This design comes from an exercise in tuning for small area and a short achievable clock period on the open sky130 flow, not from production work.

## before
## aes_round_core
module aes_round_core (
	input logic i_clk,
	input logic i_rst,
	input logic i_valid,
	input logic i_decrypt,
	input logic i_skip_mix,
	input aes_gf_pkg::aes_state_t i_state,
	output logic o_valid,
	output aes_gf_pkg::aes_state_t o_state
);
==> module aes_round_core, before the edit <==
module aes_round_core (
	input logic i_clk,
	input logic i_rst,
	input logic i_valid,
	input logic i_decrypt,
	input logic i_skip_mix,
	input aes_gf_pkg::aes_state_t i_state,
	output logic o_valid,
	output aes_gf_pkg::aes_state_t o_state
);
	localparam int BW = 8;
	localparam bit CUT_IN0 = 1'b0;
	localparam bit CUT_IN = 1'b0;
	localparam bit CUT_MID = 1'b1;
	localparam bit CUT_D = 1'b0;
	localparam bit CUT_INV = 1'b1;
	localparam bit CUT_OUT = 1'b1;
	localparam int N_SB = int'(CUT_IN) + int'(CUT_MID) + int'(CUT_D) + int'(CUT_INV) + int'(CUT_OUT);
	aes_gf_pkg::aes_state_t state_0;
	aes_round_pkg::round_ctrl_t ctrl_0;
	generate
		if (CUT_IN0) begin : g_cut_in0
			always_ff @(posedge i_clk) begin
				state_0 <= i_state;
				ctrl_0.decrypt <= i_decrypt;
				ctrl_0.skip_mix <= i_skip_mix;
				if (i_rst)
					ctrl_0.valid <= 1'b0;
				else
					ctrl_0.valid <= i_valid;
			end
		end else begin : g_pass_in0
			assign state_0 = i_state;
			assign ctrl_0.decrypt = i_decrypt;
			assign ctrl_0.skip_mix = i_skip_mix;
			assign ctrl_0.valid = i_valid & ~i_rst;
		end
	endgenerate
	aes_gf_pkg::aes_state_t src_fwd;
	aes_gf_pkg::aes_state_t src_inv;
	aes_gf_pkg::aes_state_t lane_bytes;
	aes_row_shifter u_shifter (
		.i_state(state_0),
		.o_fwd(src_fwd),
		.o_inv(src_inv)
	);
	for (genvar k = 0; k < 16; k++)
	begin : g_lane
		aes_sbox_lane #(
			.CUT_IN(CUT_IN),
			.CUT_MID(CUT_MID),
			.CUT_D(CUT_D),
			.CUT_INV(CUT_INV),
			.CUT_OUT(CUT_OUT)
		) u_lane (
			.i_clk(i_clk),
			.i_decrypt(ctrl_0.decrypt),
			.i_byte_enc(src_fwd[(16-1-k)*BW +: BW]),
			.i_byte_dec(src_inv[(16-1-k)*BW +: BW]),
			.o_byte(lane_bytes[(16-1-k)*BW +: BW])
		);
	end
	logic [N_SB:0] valid_d;
	logic [N_SB:0] dec_d;
	logic [N_SB:0] skip_d;
	assign valid_d[0] = ctrl_0.valid;
	assign dec_d[0] = ctrl_0.decrypt;
	assign skip_d[0] = ctrl_0.skip_mix;
	for (genvar i = 0; i < N_SB; i++)
	begin : g_ctrl
		always_ff @(posedge i_clk) begin
			dec_d[i+1] <= dec_d[i];
			skip_d[i+1] <= skip_d[i];
			if (i_rst)
				valid_d[i+1] <= 1'b0;
			else
				valid_d[i+1] <= valid_d[i];
		end
	end
	aes_gf_pkg::aes_state_t mixed;
	aes_column_mixer u_mixer (
		.i_decrypt(dec_d[N_SB]),
		.i_skip_mix(skip_d[N_SB]),
		.i_bytes(lane_bytes),
		.o_state(mixed)
	);
	always_ff @(posedge i_clk)
	begin
		o_state <= mixed;
		if (i_rst)
			o_valid <= 1'b0;
		else
			o_valid <= valid_d[N_SB];
	end
endmodule
Settings: LEC_CHECK=0, CAP_MARGIN=20, CORE_MARGIN=2, CORE_UTILIZATION=40, SETUP_SLACK_MARGIN=3.2, SLEW_MARGIN=20; clock period 5.5 ns.
run.sh (not shown) runs the stock make flow with config.mk's settings and CLKGATE_MAP_FILE= SYNTH_SCRIPT=/design/flow/synth_recipe.tcl, a recipe that flattens the netlist after the stock synthesis.
Input-level comparison between after and before:
--- a/flow/design.v
+++ b/flow/design.v
@@ -292,13 +292,13 @@
 	input aes_gf_pkg::aes_state_t i_state,
 	output logic o_valid,
 	output aes_gf_pkg::aes_state_t o_state
 );
 	localparam int BW = 8;
 	localparam bit CUT_IN0 = 1'b0;
-	localparam bit CUT_IN = 1'b0;
+	localparam bit CUT_IN = 1'b1;
 	localparam bit CUT_MID = 1'b1;
 	localparam bit CUT_D = 1'b0;
 	localparam bit CUT_INV = 1'b1;
 	localparam bit CUT_OUT = 1'b1;
 	localparam int N_SB = int'(CUT_IN) + int'(CUT_MID) + int'(CUT_D) + int'(CUT_INV) + int'(CUT_OUT);
 	aes_gf_pkg::aes_state_t state_0;
### Flow results
- after closes out successfully: all stages finished, all timing, DRC and antenna checks passed.
- Wire length was higher in before than in after.
- Summary of after over before: shortest period the worst path allows now sits lower; utilization now sits lower; die height now sits lower; share of the clock period used by the worst path now sits lower.
- The worst setup slack in after sits 0.44 ns above the value recorded for before.
- In after the area growth from synthesis to final layout turned out 17 points lower than in before.
No functional check of the RTL was part of any run of this note.

-- static timing again, ports no longer ideal --
The results above use ideal ports. As a check the final layouts listed here were re-extracted and re-timed, cells and wires unchanged. Step 1 sets driving cells, clkbuf_16 on the clock port and buf_2 on the other inputs (assumed; they add their load-dependent delay and slew). Step 2 also shifts input and output timing later by t, the mid clock arrival at the registers, as if the neighbouring blocks saw the same clock. Three values: ideal ports, drivers, drivers and shift; two values: the first two.
run | t (ns) | setup WS [ns] | worst hold slack (ns) | cell pins on the clock port's net
before | 0.696 | 2.794 / 2.804 / 2.109 | 0.329 / 0.329 / 0.329 | 1
after | 0.737 | 3.238 / 3.162 / 2.552 | 0.320 / 0.320 / 0.320 | 1
After both steps every run listed still meets setup and hold. The setup slack of after, which loses most, moves by -0.076 ns with the drivers and by -0.686 ns with both steps.
